What follows belongs to an exercise in optimizing a design on an open flow for small area, a short achievable clock period and few clock cycles per item; a production flow would make more cautious choices. In this exercise RTL edits were held to simulation tests only and were not proved equivalent to the original.

==> design.v <==
package idct_pkg;
	typedef logic [17:0] sram_addr_t;
	typedef logic [15:0] sram_data_t;
	typedef logic signed [15:0] sample_t;
	typedef logic signed [15:0] coeff_t;
	typedef logic signed [31:0] acc_t;
	typedef logic [4:0] pair_addr_t;
	typedef logic [5:0] block_idx_t;
	typedef struct packed {
		sram_addr_t address;
		sram_data_t write_data;
		logic we_n;
	} sram_port_t;
	typedef struct packed {
		pair_addr_t addr;
		sample_t [1:0] data;
		logic we;
	} pair_write_t;
	typedef struct packed {
		acc_t [3:0] values;
		logic [2:0] row;
		logic col_half;
		logic last;
		logic valid;
	} t_group_t;
	typedef enum logic [1:0] {ctrl_idle, ctrl_fetch, ctrl_compute, ctrl_ack} ctrl_state_t;
	localparam int plane_width = 320;
	function automatic coeff_t cos_half(input logic [1:0] k, input logic [2:0] j);
		coeff_t c;
		case ({k, j})
			5'd0: c = 16'sd1448;
			5'd1: c = 16'sd2008;
			5'd2: c = 16'sd1892;
			5'd3: c = 16'sd1702;
			5'd4: c = 16'sd1448;
			5'd5: c = 16'sd1137;
			5'd6: c = 16'sd783;
			5'd7: c = 16'sd399;
			5'd8: c = 16'sd1448;
			5'd9: c = 16'sd1702;
			5'd10: c = 16'sd783;
			5'd11: c = -16'sd399;
			5'd12: c = -16'sd1448;
			5'd13: c = -16'sd2008;
			5'd14: c = -16'sd1892;
			5'd15: c = -16'sd1137;
			5'd16: c = 16'sd1448;
			5'd17: c = 16'sd1137;
			5'd18: c = -16'sd783;
			5'd19: c = -16'sd2008;
			5'd20: c = -16'sd1448;
			5'd21: c = 16'sd399;
			5'd22: c = 16'sd1892;
			5'd23: c = 16'sd1702;
			5'd24: c = 16'sd1448;
			5'd25: c = 16'sd399;
			5'd26: c = -16'sd1892;
			5'd27: c = -16'sd1137;
			5'd28: c = 16'sd1448;
			5'd29: c = 16'sd1702;
			5'd30: c = -16'sd783;
			default: c = -16'sd2008;
		endcase
		cos_half = c;
	endfunction
	function automatic coeff_t cos_coeff(input logic [2:0] k, input logic [2:0] j);
		logic [1:0] k_fold;
		coeff_t c;
		k_fold = k[2] ? ~k[1:0] : k[1:0];
		c = cos_half(k_fold, j);
		if (k[2] && j[0]) begin
			c = -c;
		end
		cos_coeff = c;
	endfunction
endpackage
`timescale 1ns/1ps
module block_fetch #(
	parameter idct_pkg::sram_addr_t pre_idct_base = 18'd76800,
	parameter int sram_read_latency = 3
) (
	input logic CLOCK_50_I,
	input logic Resetn,
	input logic fetch_start,
	input idct_pkg::block_idx_t block_row,
	input idct_pkg::block_idx_t block_col,
	input idct_pkg::sram_data_t sram_read_data,
	output idct_pkg::sram_port_t fetch_cmd,
	output idct_pkg::pair_write_t pair_wr,
	output logic fetch_done
);
	logic issuing;
	logic issue;
	logic [5:0] sample_cnt;
	idct_pkg::block_idx_t row_q;
	idct_pkg::block_idx_t col_q;
	idct_pkg::block_idx_t row_sel;
	idct_pkg::block_idx_t col_sel;
	logic [8:0] row_abs;
	logic [8:0] col_abs;
	idct_pkg::sram_addr_t next_addr;
	idct_pkg::sram_addr_t rd_addr_q;
	logic rd_issue;
	logic [sram_read_latency-1:0] ret_vld;
	logic ret_valid;
	logic ret_odd;
	idct_pkg::pair_addr_t pair_cnt;
	idct_pkg::sample_t even_q;
	logic pair_we_q;
	idct_pkg::pair_addr_t pair_addr_q;
	idct_pkg::sample_t [1:0] pair_data_q;
	logic done_q;
	assign issue = fetch_start | issuing;
	assign row_sel = fetch_start ? block_row : row_q;
	assign col_sel = fetch_start ? block_col : col_q;
	assign row_abs = {row_sel, sample_cnt[5:3]};
	assign col_abs = {col_sel, sample_cnt[2:0]};
	assign next_addr = pre_idct_base
		+ idct_pkg::sram_addr_t'(idct_pkg::plane_width) * idct_pkg::sram_addr_t'(row_abs)
		+ idct_pkg::sram_addr_t'(col_abs);
	assign ret_valid = ret_vld[sram_read_latency-1];
	always_ff @(posedge CLOCK_50_I or negedge Resetn) begin
		if (!Resetn) begin
			issuing <= 1'b0;
			sample_cnt <= 6'd0;
			rd_issue <= 1'b0;
			ret_vld <= '0;
			ret_odd <= 1'b0;
			pair_cnt <= '0;
			pair_we_q <= 1'b0;
			done_q <= 1'b0;
		end else begin
			rd_issue <= issue;
			if (issue) begin
				sample_cnt <= sample_cnt + 6'd1;
				issuing <= (sample_cnt != 6'd63);
			end
			ret_vld[0] <= rd_issue;
			for (int i = 1; i < sram_read_latency; i++) begin
				ret_vld[i] <= ret_vld[i-1];
			end
			if (ret_valid) begin
				ret_odd <= ~ret_odd;
				if (ret_odd) begin
					pair_cnt <= pair_cnt + 5'd1;
				end
			end
			pair_we_q <= ret_valid & ret_odd;
			done_q <= pair_we_q & (&pair_addr_q);
		end
	end
	always_ff @(posedge CLOCK_50_I) begin
		if (fetch_start) begin
			row_q <= block_row;
			col_q <= block_col;
		end
		if (issue) begin
			rd_addr_q <= next_addr;
		end
		if (ret_valid) begin
			if (!ret_odd) begin
				even_q <= idct_pkg::sample_t'(sram_read_data);
			end else begin
				pair_addr_q <= pair_cnt;
				pair_data_q <= {even_q, idct_pkg::sample_t'(sram_read_data)};
			end
		end
	end
	assign fetch_cmd = {rd_addr_q, 16'd0, 1'b1};
	assign pair_wr = {pair_addr_q, pair_data_q, pair_we_q};
	assign fetch_done = done_q;
endmodule
`timescale 1ns/1ps
module sample_buffer (
	input logic CLOCK_50_I,
	input idct_pkg::pair_write_t pair_wr,
	input idct_pkg::pair_addr_t rd_addr,
	output idct_pkg::sample_t [1:0] rd_data
);
	localparam int depth = 32;
	idct_pkg::sample_t [1:0] mem [0:depth-1];
	always_ff @(posedge CLOCK_50_I) begin
		if (pair_wr.we) begin
			mem[pair_wr.addr] <= pair_wr.data;
		end
	end
	always_ff @(posedge CLOCK_50_I) begin
		rd_data <= mem[rd_addr];
	end
endmodule
`timescale 1ns/1ps
module t_product_mac (
	input logic CLOCK_50_I,
	input logic Resetn,
	input logic mac_start,
	output idct_pkg::pair_addr_t rd_addr,
	input idct_pkg::sample_t [1:0] rd_data,
	output idct_pkg::t_group_t t_group
);
	logic running;
	logic [3:0] pass_cnt;
	logic [2:0] cyc_cnt;
	logic act_d;
	logic [3:0] pass_d;
	logic [2:0] cyc_d;
	idct_pkg::sample_t sample_sel;
	idct_pkg::coeff_t coeff [4];
	idct_pkg::acc_t prod [4];
	idct_pkg::acc_t acc [4];
	idct_pkg::acc_t [3:0] grp_values;
	logic [2:0] grp_row;
	logic grp_half;
	logic grp_last;
	logic grp_valid;
	assign rd_addr = {pass_cnt[3:1], cyc_cnt[2:1]};
	always_ff @(posedge CLOCK_50_I or negedge Resetn) begin
		if (!Resetn) begin
			running <= 1'b0;
			pass_cnt <= 4'd0;
			cyc_cnt <= 3'd0;
			act_d <= 1'b0;
			pass_d <= 4'd0;
			cyc_d <= 3'd0;
			grp_valid <= 1'b0;
		end else begin
			if (mac_start) begin
				running <= 1'b1;
				pass_cnt <= 4'd0;
				cyc_cnt <= 3'd0;
			end else if (running) begin
				cyc_cnt <= cyc_cnt + 3'd1;
				if (cyc_cnt == 3'd7) begin
					pass_cnt <= pass_cnt + 4'd1;
					if (pass_cnt == 4'd15) begin
						running <= 1'b0;
					end
				end
			end
			act_d <= running;
			pass_d <= pass_cnt;
			cyc_d <= cyc_cnt;
			grp_valid <= act_d & (&cyc_d);
		end
	end
	always_comb begin
		sample_sel = cyc_d[0] ? rd_data[0] : rd_data[1];
		for (int l = 0; l < 4; l++) begin
			coeff[l] = idct_pkg::cos_coeff(cyc_d, {pass_d[0], 2'(l)});
			prod[l] = idct_pkg::acc_t'(sample_sel) * idct_pkg::acc_t'(coeff[l]);
		end
	end
	always_ff @(posedge CLOCK_50_I) begin
		if (act_d) begin
			for (int l = 0; l < 4; l++) begin
				acc[l] <= (cyc_d == 3'd0) ? prod[l] : acc[l] + prod[l];
			end
			if (cyc_d == 3'd7) begin
				for (int l = 0; l < 4; l++) begin
					grp_values[l] <= acc[l] + prod[l];
				end
				grp_row <= pass_d[3:1];
				grp_half <= pass_d[0];
				grp_last <= &pass_d;
			end
		end
	end
	assign t_group = {grp_values, grp_row, grp_half, grp_last, grp_valid};
endmodule
`timescale 1ns/1ps
module t_result_writer #(
	parameter idct_pkg::sram_addr_t t_base = 18'd146944
) (
	input logic CLOCK_50_I,
	input logic Resetn,
	input idct_pkg::t_group_t t_group,
	output idct_pkg::sram_port_t write_cmd,
	output logic write_done
);
	logic busy;
	logic [1:0] lane;
	idct_pkg::acc_t values_q [4];
	logic [2:0] row_q;
	logic half_q;
	logic last_q;
	idct_pkg::acc_t scaled;
	logic we_n_q;
	idct_pkg::sram_addr_t wr_addr_q;
	idct_pkg::sram_data_t wr_data_q;
	logic done_q;
	assign scaled = values_q[lane] >>> 8;
	always_ff @(posedge CLOCK_50_I or negedge Resetn) begin
		if (!Resetn) begin
			busy <= 1'b0;
			lane <= 2'd0;
			we_n_q <= 1'b1;
			done_q <= 1'b0;
		end else begin
			if (t_group.valid) begin
				busy <= 1'b1;
				lane <= 2'd0;
			end else if (busy) begin
				lane <= lane + 2'd1;
				if (lane == 2'd3) begin
					busy <= 1'b0;
				end
			end
			we_n_q <= ~busy;
			done_q <= busy & (lane == 2'd3) & last_q;
		end
	end
	always_ff @(posedge CLOCK_50_I) begin
		if (t_group.valid) begin
			for (int l = 0; l < 4; l++) begin
				values_q[l] <= t_group.values[l];
			end
			row_q <= t_group.row;
			half_q <= t_group.col_half;
			last_q <= t_group.last;
		end
		if (busy) begin
			wr_addr_q <= t_base + idct_pkg::sram_addr_t'({row_q, half_q, lane});
			wr_data_q <= idct_pkg::sram_data_t'(scaled);
		end
	end
	assign write_cmd = {wr_addr_q, wr_data_q, we_n_q};
	assign write_done = done_q;
endmodule
`timescale 1ns/1ps
module idct_controller (
	input logic CLOCK_50_I,
	input logic Resetn,
	input logic req,
	output logic ack,
	output logic fetch_start,
	output logic mac_start,
	input logic fetch_done,
	input logic write_done,
	input idct_pkg::sram_port_t fetch_cmd,
	input idct_pkg::sram_port_t write_cmd,
	output idct_pkg::sram_port_t sram_cmd
);
	idct_pkg::ctrl_state_t state;
	always_ff @(posedge CLOCK_50_I or negedge Resetn) begin
		if (!Resetn) begin
			state <= idct_pkg::ctrl_idle;
		end else begin
			case (state)
				idct_pkg::ctrl_idle: begin
					if (req) begin
						state <= idct_pkg::ctrl_fetch;
					end
				end
				idct_pkg::ctrl_fetch: begin
					if (fetch_done) begin
						state <= idct_pkg::ctrl_compute;
					end
				end
				idct_pkg::ctrl_compute: begin
					if (write_done) begin
						state <= idct_pkg::ctrl_ack;
					end
				end
				idct_pkg::ctrl_ack: begin
					if (!req) begin
						state <= idct_pkg::ctrl_idle;
					end
				end
				default: begin
					state <= idct_pkg::ctrl_idle;
				end
			endcase
		end
	end
	assign fetch_start = (state == idct_pkg::ctrl_idle) & req;
	assign mac_start = (state == idct_pkg::ctrl_fetch) & fetch_done;
	assign ack = (state == idct_pkg::ctrl_ack);
	always_comb begin
		sram_cmd = {18'd0, 16'd0, 1'b1};
		case (state)
			idct_pkg::ctrl_fetch: sram_cmd = fetch_cmd;
			idct_pkg::ctrl_compute: if (!write_cmd.we_n) sram_cmd = write_cmd;
			default: ;
		endcase
	end
endmodule
`timescale 1ns/1ps
module idct_t_stage #(
	parameter idct_pkg::sram_addr_t pre_idct_base = 18'd76800,
	parameter idct_pkg::sram_addr_t t_base = 18'd146944,
	parameter int sram_read_latency = 3
) (
	input logic CLOCK_50_I,
	input logic Resetn,
	input logic req,
	output logic ack,
	input logic [5:0] block_row,
	input logic [5:0] block_col,
	input logic [15:0] sram_read_data,
	output logic [17:0] sram_address,
	output logic [15:0] sram_write_data,
	output logic sram_we_n
);
	idct_pkg::sram_port_t sram_cmd;
	assign sram_address = sram_cmd.address;
	assign sram_write_data = sram_cmd.write_data;
	assign sram_we_n = sram_cmd.we_n;
	logic fetch_start;
	logic fetch_done;
	logic mac_start;
	logic write_done;
	idct_pkg::sram_port_t fetch_cmd;
	idct_pkg::sram_port_t write_cmd;
	idct_pkg::pair_write_t pair_wr;
	idct_pkg::pair_addr_t rd_addr;
	idct_pkg::sample_t [1:0] rd_data;
	idct_pkg::t_group_t t_group;
	idct_controller u_controller (
		.CLOCK_50_I(CLOCK_50_I),
		.Resetn(Resetn),
		.req(req),
		.ack(ack),
		.fetch_start(fetch_start),
		.mac_start(mac_start),
		.fetch_done(fetch_done),
		.write_done(write_done),
		.fetch_cmd(fetch_cmd),
		.write_cmd(write_cmd),
		.sram_cmd(sram_cmd)
	);
	block_fetch #(
		.pre_idct_base(pre_idct_base),
		.sram_read_latency(sram_read_latency)
	) u_fetch (
		.CLOCK_50_I(CLOCK_50_I),
		.Resetn(Resetn),
		.fetch_start(fetch_start),
		.block_row(block_row),
		.block_col(block_col),
		.sram_read_data(sram_read_data),
		.fetch_cmd(fetch_cmd),
		.pair_wr(pair_wr),
		.fetch_done(fetch_done)
	);
	sample_buffer u_buffer (
		.CLOCK_50_I(CLOCK_50_I),
		.pair_wr(pair_wr),
		.rd_addr(rd_addr),
		.rd_data(rd_data)
	);
	t_product_mac u_mac (
		.CLOCK_50_I(CLOCK_50_I),
		.Resetn(Resetn),
		.mac_start(mac_start),
		.rd_addr(rd_addr),
		.rd_data(rd_data),
		.t_group(t_group)
	);
	t_result_writer #(
		.t_base(t_base)
	) u_writer (
		.CLOCK_50_I(CLOCK_50_I),
		.Resetn(Resetn),
		.t_group(t_group),
		.write_cmd(write_cmd),
		.write_done(write_done)
	);
endmodule
==> run.sh <==
#!/bin/bash
# synth_recipe.tcl (not shown) runs the flow's synth.tcl, then flattens the netlist and writes it again
# the make line also repeats each setting of config.mk as NAME=value (left out here)
make -C /OpenROAD-flow-scripts/flow DESIGN_CONFIG=/design/flow/config.mk WORK_HOME=/design/flow/orfs CLKGATE_MAP_FILE= SYNTH_SCRIPT=/design/flow/synth_recipe.tcl finish
==> config.mk <==
export PLATFORM = sky130hd
export DESIGN_NAME = idct_t_stage
export DESIGN_NICKNAME = idct_t_stage
export VERILOG_FILES = /design/flow/design.v
export SDC_FILE = /design/flow/constraint.sdc
export NUM_CORES = 4
export LEC_CHECK = 0
export CAP_MARGIN = 20
export CORE_MARGIN = 2
export CORE_UTILIZATION = 40
export SLEW_MARGIN = 20
==> constraint.sdc <==
create_clock -name core_clock -period 10.0 [get_ports {CLOCK_50_I}]
set_input_delay 2.0000 -clock core_clock [delete_from_list [all_inputs] [get_ports {CLOCK_50_I}]]
set_output_delay 2.0000 -clock core_clock [all_outputs]
set_load 0.01 [all_outputs]
==> flow_summary.yaml <==
timing:
  finalHoldViolCount: 0
  fin_worst_skew_ns: 0.07131
  maxClockFrequency_ghz: 0.1058
  slew_viol_final: 0
  setup_total_negative_slack_ns: 0
  maxSlewHeadroom_pct: 29.27
  final_min_period_over_clock_period_pct: 94.52
  timing.final.crit_period_ns: 9.452
  worstMarginPinSlew_ns: 1.059
  setup_viol_count_final: 0
floorplan:
  dieWidth_um: 462.5
  core_um2: 209400
  die_height_um: 462.5
  design.portCount: 67
  fp-row-count: 168
  dieArea_um2: 213900
  initial_utilization_pct: 40.17
worst_setup_path:
  worst_path_largest_cell_delay_ns: 0.58
  timing.critical_path.slowest_stage_cell: "fa_1"
  timing.critical_path.from_type: "register"
  critical_path_required_ns: 10.55
  ff2ff_setup_slack_ns: 0.55
  path_common_cell: "fa_1"
  critical_path_class: "reg2reg"
  endpoint_kind: "register"
  maximum_net_fanout_on_the_critical_path: 9
  arrival_ns: 10.00
drt:
  drtPass1Iterations: 7
  detail_route.wl_per_cell_um: 22.99
  initial_drc_count: 4143
  routed-via-count: 47330
  drt-total-wl_um: 208200
  ant_nets: 0
  drt_drc_violations_left: 0
  viasPerCell: 5.228
logic_synthesis:
  avgSynthCellArea_um2: 14.02
  netlist-cell-type-count: 78
  seq_cells_post_synth: 1435
  synth-edff-count: 1348
  dominantRegCellSynth: "edfxtp_1"
  synthArstFlopShare_pct: 2.997
  syn_inst: 5998
  synth_area_um2: 84100
  sequential_element_share_of_the_synthesized_area_pct: 50.46
  ys_warn_count: 9
final_layout:
  fillers: 18700
  multi_input_comb_area_um2: 37700
  stdcell_count: 9054
  final-seq-area_um2: 42460
  antenna-diode-count: 0
  area.growth.synth_to_final_pct: 11.48
  layout-drive-gt1-share_pct: 13.07
  finish.net_count: 7266
cts:
  numClockSinks: 1435
  insertion_delay_ns: 0.81
  cts_tree: "done"
  clk_pin_slew_worst_paths_ns: 0.07
  clock_buffers_created_by_tritoncts: 144
  h-tree-depth: 4
  clk_path_buf_depth: 3
  clock_tree.root_cell: "clkbuf_16"
  hold_buffers: 0
global_route:
  globalRouteOverflowTotal: 0
  grt_antenna_before_repair: 2
  total_routing_usage_gr_pct: 19.51
  maximum_number_of_pins_on_one_net_before_global_route_repair: 126
  global_route_wire_length_before_repair_um: 315000
  grt_pass1_vias: 49660
place:
  dp_hpwl_um: 140000
  io_buffers: 66
  post-place-cells: 8790
  gp_routability_congestion: 0.8786
flow_run:
  max-cap-violations: 0
outcome:
  outcome: "timing/DRC/antenna clean"
hold_path:
  holdCritPathClass: "reg2reg"
[routing by layer]
metal | part of all wire (%) | GRT usage [%] | vias to the layer above
li1 | - | - | 21010
met5 | 0.0062 | 0 | -
met1 | 43 | 26.45 | 24670
met2 | 50 | 33.43 | 1390
met3 | 5.6 | 2.866 | 264
met4 | 2.0 | 3.991 | 2
[stage by stage]
stage               setup WS (ns)  area, um^2  utilization (%)  hold WS [ns]
floorplan                  0.8573       84100                -        0.3312
global placement           0.5686       88900            42.46        0.3407
detailed placement         0.5123       88900            42.46        0.3497
CTS                        0.4911       93700            44.76        0.3656
global route            -0.004201       93750            44.78        0.3754
finish                     0.5481       93750            44.78        0.3655
[state kept, by name (all words and copies together), names as in the netlist, 16 cells and up]
register,cells
u_buffer.mem,1024
u_writer.values_q,64
u_buffer.rd_data,32
u_writer.wr_data_q,16
u_mac.acc,93
u_fetch.even_q,16
u_mac.grp_values,64
u_fetch.rd_addr_q,18
u_fetch.pair_data_q,32
[cell usage in the layout (no fill, tap or decap), types with 91 or more instances in the layout]
cell type,synthesis,layout
mux4_2,320,320
edfxtp_1,1348,1348
nor2_1,442,409
fa_1,670,670
o21ai_0,91,91
nand2_1,471,470
buf_4,1,127
inv_1,946,946
clkbuf_16,0,146
a21oi_1,139,137
ha_1,431,431
xnor2_1,200,196
[cell families (layout without fill, tap and decap cells)]
group / after synthesis / after routing / synth area share [%]
compound gates: 489 / 489 / 3.739
xor+xnor: 258 / 258 / 2.705
fa+ha+maj: 1101 / 1101 / 22.36
buf+inv: 1168 / 1417 / 5.228
flops: 1435 / 1435 / 50.46
mux: 421 / 421 / 9.876
other cells: 1 / 3 / 0.004459
simple gates: 1125 / 1125 / 5.623
[critical path: cells and delay by family, from the launching register on]
family                   cells  cell delay, ns
adder cells (fa/ha/maj)      9            3.89
AO/OA/AOI/OAI               10            1.94
XOR/XNOR                     5            1.28
AND/OR/NAND/NOR              5            1.20
flip-flops                   1            0.53
buffers and inverters        5            0.37
[cell usage after synthesis (8+ instances only)]
library cell,number,area (um^2)
nor3_1,24,120.1
o21bai_1,28,210.2
a211oi_1,15,112.6
mux2_2,64,720.7
mux2i_1,35,350.3
o21ai_1,19,95.09
a21oi_1,139,695.7
dfrtp_1,42,1051
ha_1,431,5393
fa_1,670,13410
nand2_1,471,1768
edfxtp_1,1348,40480
or2_2,16,100.1
a22o_1,10,87.58
buf_1,43,161.4
xnor2_1,200,1752
and3_1,15,93.84
clkbuf_1,157,589.3
inv_1,946,3551
mux4_2,320,7207
o211ai_1,9,67.56
o21a_1,29,217.7
nor2_1,442,1659
dfxtp_1,44,880.8
clkinv_1,8,30.03
and2_1,33,206.5
nand3_1,23,115.1
nand2b_1,27,168.9
xor2_1,56,490.5
or3_1,10,62.56
a222oi_1,16,160.2
a31oi_1,17,106.4
a21o_1,57,427.9
nand4_1,16,100.1
nor2b_1,24,150.1
o21ai_0,91,455.4
[area by class of cell]
cell class | instances | share of cell area (%)
flip-flops and latches | 1435 | 45.29
well taps | 2805 | 3.744
clock inverters | 71 | 0.9663
multi-input cells | 3397 | 40.21
clock buffers | 190 | 4.159
inverters | 960 | 3.848
repair buffers | 196 | 1.780
[timing repair]
item,4_1_cts,5_1_grt
buffers inserted,0,3
resized for setup,0,6
endpoints found under the setup margin,0,3
[worst paths after layout]
| kind | start | endpoint | cells after the start |
|---|---|---|---|
| worst min-delay path | u_fetch.ret_vld[1]$_DFF_PN0_ | u_fetch.ret_vld[2]$_DFF_PN0_ | 0 |
| worst min register to register | u_fetch.ret_vld[1]$_DFF_PN0_ | u_fetch.ret_vld[2]$_DFF_PN0_ | 0 |
| worst max register to register | u_mac.cyc_d[1]$_DFF_PN0_ | u_mac.acc[1][23]$_DFFE_PP_ | 34 |
| min in group asynchronous | Resetn | u_fetch.pair_cnt[0]$_DFFE_PN0P_ | 2 |
| max in group asynchronous | Resetn | u_mac.pass_cnt[2]$_DFFE_PN0P_ | 2 |
| worst max-delay path | u_mac.cyc_d[1]$_DFF_PN0_ | u_mac.acc[1][23]$_DFFE_PP_ | 34 |
Testbench counts, summed over its fixed seeds: cycles 39,920, blocks 192.

what the ideal ports hide:
How much do the figures lean on ideal ports? The routed layout below was timed once more, with nothing changed but the port constraints.
Step 1: set_driving_cell puts a clkbuf_16 on CLOCK_50_I and a buf_2 on each other input, an assumption about the parent block.
Step 2 moves the port delays by t, midway between the first and last clock arrival at a register: inputs arrive t later, outputs are due t later. That takes back most of the time a late clock gives input paths.
a / b / c = ideal / step 1 / step 2; a / b = the first two.
t, ns: 0.848
slack for setup (ns): 0.548 / 0.548 / 0.548
worst setup path after step 2: register to register
After both steps this run still meets setup and hold. For this run, drivers alone change the setup slack by 0.000 ns; drivers and shift together by 0.000 ns.
